Source: an optimization exercise on an open RTL-to-GDS flow (aim: small area, a short achievable clock period and few clock cycles per item). Production flows keep margins and buffers that such runs may drop. In this exercise RTL edits were held to simulation tests only and were not proved equivalent to the original.

== try-willow ==
Design rms_top, start of the top module:
module rms_top
(
	input  logic        CLOCK_50,
	input  logic        rst_n,
	input  logic        src_empty,
	input  logic [31:0] src_readdata,
	input  logic        snk_full,
	output logic        src_read,
	output logic        snk_write,
	output logic [31:0] snk_writedata,
	output logic [6:0]  hex0,
	output logic [6:0]  hex1,
	output logic [6:0]  hex2,
	output logic [6:0]  hex3,
	output logic [6:0]  hex4,
	output logic [6:0]  hex5
);
For scale: about 3500 cells after synthesis, ~31000 um2 of cells after synthesis.
clock: 10.0 ns
lec_check: 0
abc_area: 1
cap_margin: 0
core_margin: 2
core_utilization: 40
cts_buf_list: sky130_fd_sc_hd__clkbuf_8
setup_slack_margin: 5
slew_margin: 0
run.sh (not shown) runs the stock make flow with config.mk's settings and CLKGATE_MAP_FILE= SYNTH_SCRIPT=/design/flow/synth_recipe.tcl, a recipe that flattens the netlist after the stock synthesis.
Testbench counts of try-willow, summed over its fixed seeds: cycles 4,192, items 4,096.
Input-level comparison between try-garnet and try-willow:
==> flow/config.mk <==
export PLATFORM = sky130hd
export DESIGN_NAME = rms_top
export DESIGN_NICKNAME = rms_top
export VERILOG_FILES = /design/flow/design.v
export SDC_FILE = /design/flow/constraint.sdc
export NUM_CORES = 4
export LEC_CHECK = 0
export ABC_AREA = 1
export CAP_MARGIN = 20
export CORE_MARGIN = 2
export CORE_UTILIZATION = 40
export SETUP_SLACK_MARGIN = 5
export SLEW_MARGIN = 20
==> comparison <==
- In the reports for try-willow and try-garnet, the larger biggest cell delay along the critical path belongs to try-garnet.
- try-garnet ended up with clkdlybuf4s50_1 as its slowest cell on the critical path; try-willow ended up with nor4_4.
- Higher final setup slack of the worst path among try-willow and try-garnet: try-willow
- In the tables for try-willow and try-garnet, number of non-clock buffers reads higher with try-willow.
- try-garnet reports a higher worst hold slack than try-willow does.
- | final instance area | try-garnet vs try-willow | worse |
--- input diff try-garnet..try-fjord ---
-- flow/config.mk --
<<< try-garnet, line 10
export CORE_MARGIN = 2
export CORE_UTILIZATION = 40
export SETUP_SLACK_MARGIN = 5
export SLEW_MARGIN = 20
>>> try-fjord, line 10
export CORE_MARGIN = 2
export CORE_UTILIZATION = 40
export CTS_BUF_LIST = sky130_fd_sc_hd__clkbuf_8
export GPL_ROUTABILITY_DRIVEN = 0
export SETUP_SLACK_MARGIN = 4.8
export SLEW_MARGIN = 20
Notes after the runs:
try-fjord against try-garnet: final critical-path setup slack decreased by 0.079 ns relative to the old numbers; global-route met1 utilization has decreased; detailed-routing iteration count for the pre-antenna-repair pass shows an increase of 1.
Edits applied to the flow inputs when going from try-fjord to try-cedar:
-- flow/config.mk --
<<< try-fjord, line 11
export CORE_UTILIZATION = 40
export CTS_BUF_LIST = sky130_fd_sc_hd__clkbuf_8
export GPL_ROUTABILITY_DRIVEN = 0
export SETUP_SLACK_MARGIN = 4.8
export SLEW_MARGIN = 20
>>> try-cedar, line 11
export CORE_UTILIZATION = 40
export CTS_BUF_LIST = sky130_fd_sc_hd__clkbuf_8
export SETUP_SLACK_MARGIN = 4.5
export SLEW_MARGIN = 20
==> comparison <==
Tightest hold margin of try-cedar is on par with try-fjord. Fraction of area in multi-input gates sits higher in try-cedar than in try-fjord.
For try-nickel, these inputs were changed with respect to try-cedar:
==> flow/flow/run.sh (new file) <==
#!/bin/bash
set -euo pipefail
bash standard.sh SETUP_SLACK_MARGIN=5.5 finish > make_finish.log 2>&1
==> flow/standard.sh (new file) <==
#!/bin/bash
# synth_recipe.tcl (not shown) runs the flow's synth.tcl, then flattens the netlist and writes it again
# the make line also repeats each setting of config.mk as NAME=value (left out here)
make -C /OpenROAD-flow-scripts/flow DESIGN_CONFIG=/design/flow/config.mk WORK_HOME=/design/flow/orfs CLKGATE_MAP_FILE= SYNTH_SCRIPT=/design/flow/synth_recipe.tcl "${@:-finish}"
-- flow/config.mk --
<<< try-cedar, line 11
export CORE_UTILIZATION = 40
export CTS_BUF_LIST = sky130_fd_sc_hd__clkbuf_8
export SETUP_SLACK_MARGIN = 4.5
export SLEW_MARGIN = 20
>>> try-nickel, line 11
export CORE_UTILIZATION = 40
export CTS_BUF_LIST = sky130_fd_sc_hd__clkbuf_8
export SETUP_SLACK_MARGIN = 5
export SLEW_MARGIN = 20
removed: flow/run.sh
--- outcome ---
- Compared try-nickel vs try-cedar, and met1 routed wirelength after detailed routing is up in try-nickel.
- | final-stage net count | lower: try-cedar |
- From try-cedar to try-nickel the numbers moved as follows: layout filler cell count shrank by 502; routed wire length shows an increase of 8800 um.
- The final layout from try-nickel, which completed every stage, passed the timing, design-rule and antenna checks at the end of the flow.
The inputs of try-violet differ from those of try-nickel as listed below.
==> flow/run.sh (new file) <==
#!/bin/bash
# synth_recipe.tcl (not shown) runs the flow's synth.tcl, then flattens the netlist and writes it again
# the make line also repeats each setting of config.mk as NAME=value (left out here)
make -C /OpenROAD-flow-scripts/flow DESIGN_CONFIG=/design/flow/config.mk WORK_HOME=/design/flow/orfs CLKGATE_MAP_FILE= SYNTH_SCRIPT=/design/flow/synth_recipe.tcl finish
-- flow/config.mk --
<<< try-nickel, line 10
export CORE_MARGIN = 2
export CORE_UTILIZATION = 40
export CTS_BUF_LIST = sky130_fd_sc_hd__clkbuf_8
export SETUP_SLACK_MARGIN = 5
export SLEW_MARGIN = 20
>>> try-violet, line 10
export CORE_MARGIN = 2
export CORE_UTILIZATION = 40
export CTS_BUF_LIST = sky130_fd_sc_hd__clkbuf_8 sky130_fd_sc_hd__clkbuf_16
export CTS_CLUSTER_DIAMETER = 60
export CTS_CLUSTER_SIZE = 30
export SETUP_SLACK_MARGIN = 4.8
export SLEW_MARGIN = 20
removed: flow/flow/run.sh
removed: flow/standard.sh
- When try-violet is measured against try-nickel, its worst clock skew turns out 0.012 ns higher.
- Row post-route minimum period: try-violet higher / try-nickel lower
- Compared with try-nickel, in try-violet tightest slew margin relative to the limit dropped 2.7 points; detailed-route wire length decreased 8100 um; via count -about 6.4%.
- NOTE: final net count in try-violet falls short of that of try-nickel
- The lower non-clock buffer count came out of try-violet.
- Between try-violet and try-nickel, it is try-violet whose global-route wire length before repair is lower, by 7.4%.
- Compared with try-nickel, try-violet shows a lower maximum frequency.

separate check: timing with driven ports:
How much do the figures lean on ideal ports? The routed layouts below were timed once more, with nothing changed but the port constraints. Step 1 assumes that a clkbuf_16 drives the clock port and a buf_2 every other input. Step 2 adds t to the input delays and takes it off the output delays; t is the mean of the earliest and latest rising clock arrival at the registers after step 1. Input paths then give back, and output paths get back, about the clock's delay inside the block. Slacks: ideal ports / drivers / drivers and shift; pairs: ideal ports / drivers.
run	t, ns	setup slack, ns	worst setup path at the end	worst register clock-pin slew, ns
try-willow	0.699	5.079 / 5.059 / 5.059	input to output	0.07 / 0.07
try-garnet	0.637	5.051 / 5.031 / 5.031	input to output	0.06 / 0.06
try-fjord	0.700	4.972 / 4.952 / 4.952	input to output	0.07 / 0.07
try-cedar	0.701	4.670 / 4.649 / 4.649	input to output	0.07 / 0.07
try-nickel	0.705	5.344 / 5.320 / 5.320	input to output	0.06 / 0.06
try-violet	0.633	4.951 / 4.933 / 4.933	input to output	0.10 / 0.10
After both steps setup and hold are still met in every run listed. The setup slack of try-nickel, which loses most, moves by -0.024 ns with the drivers and by -0.024 ns with both steps.
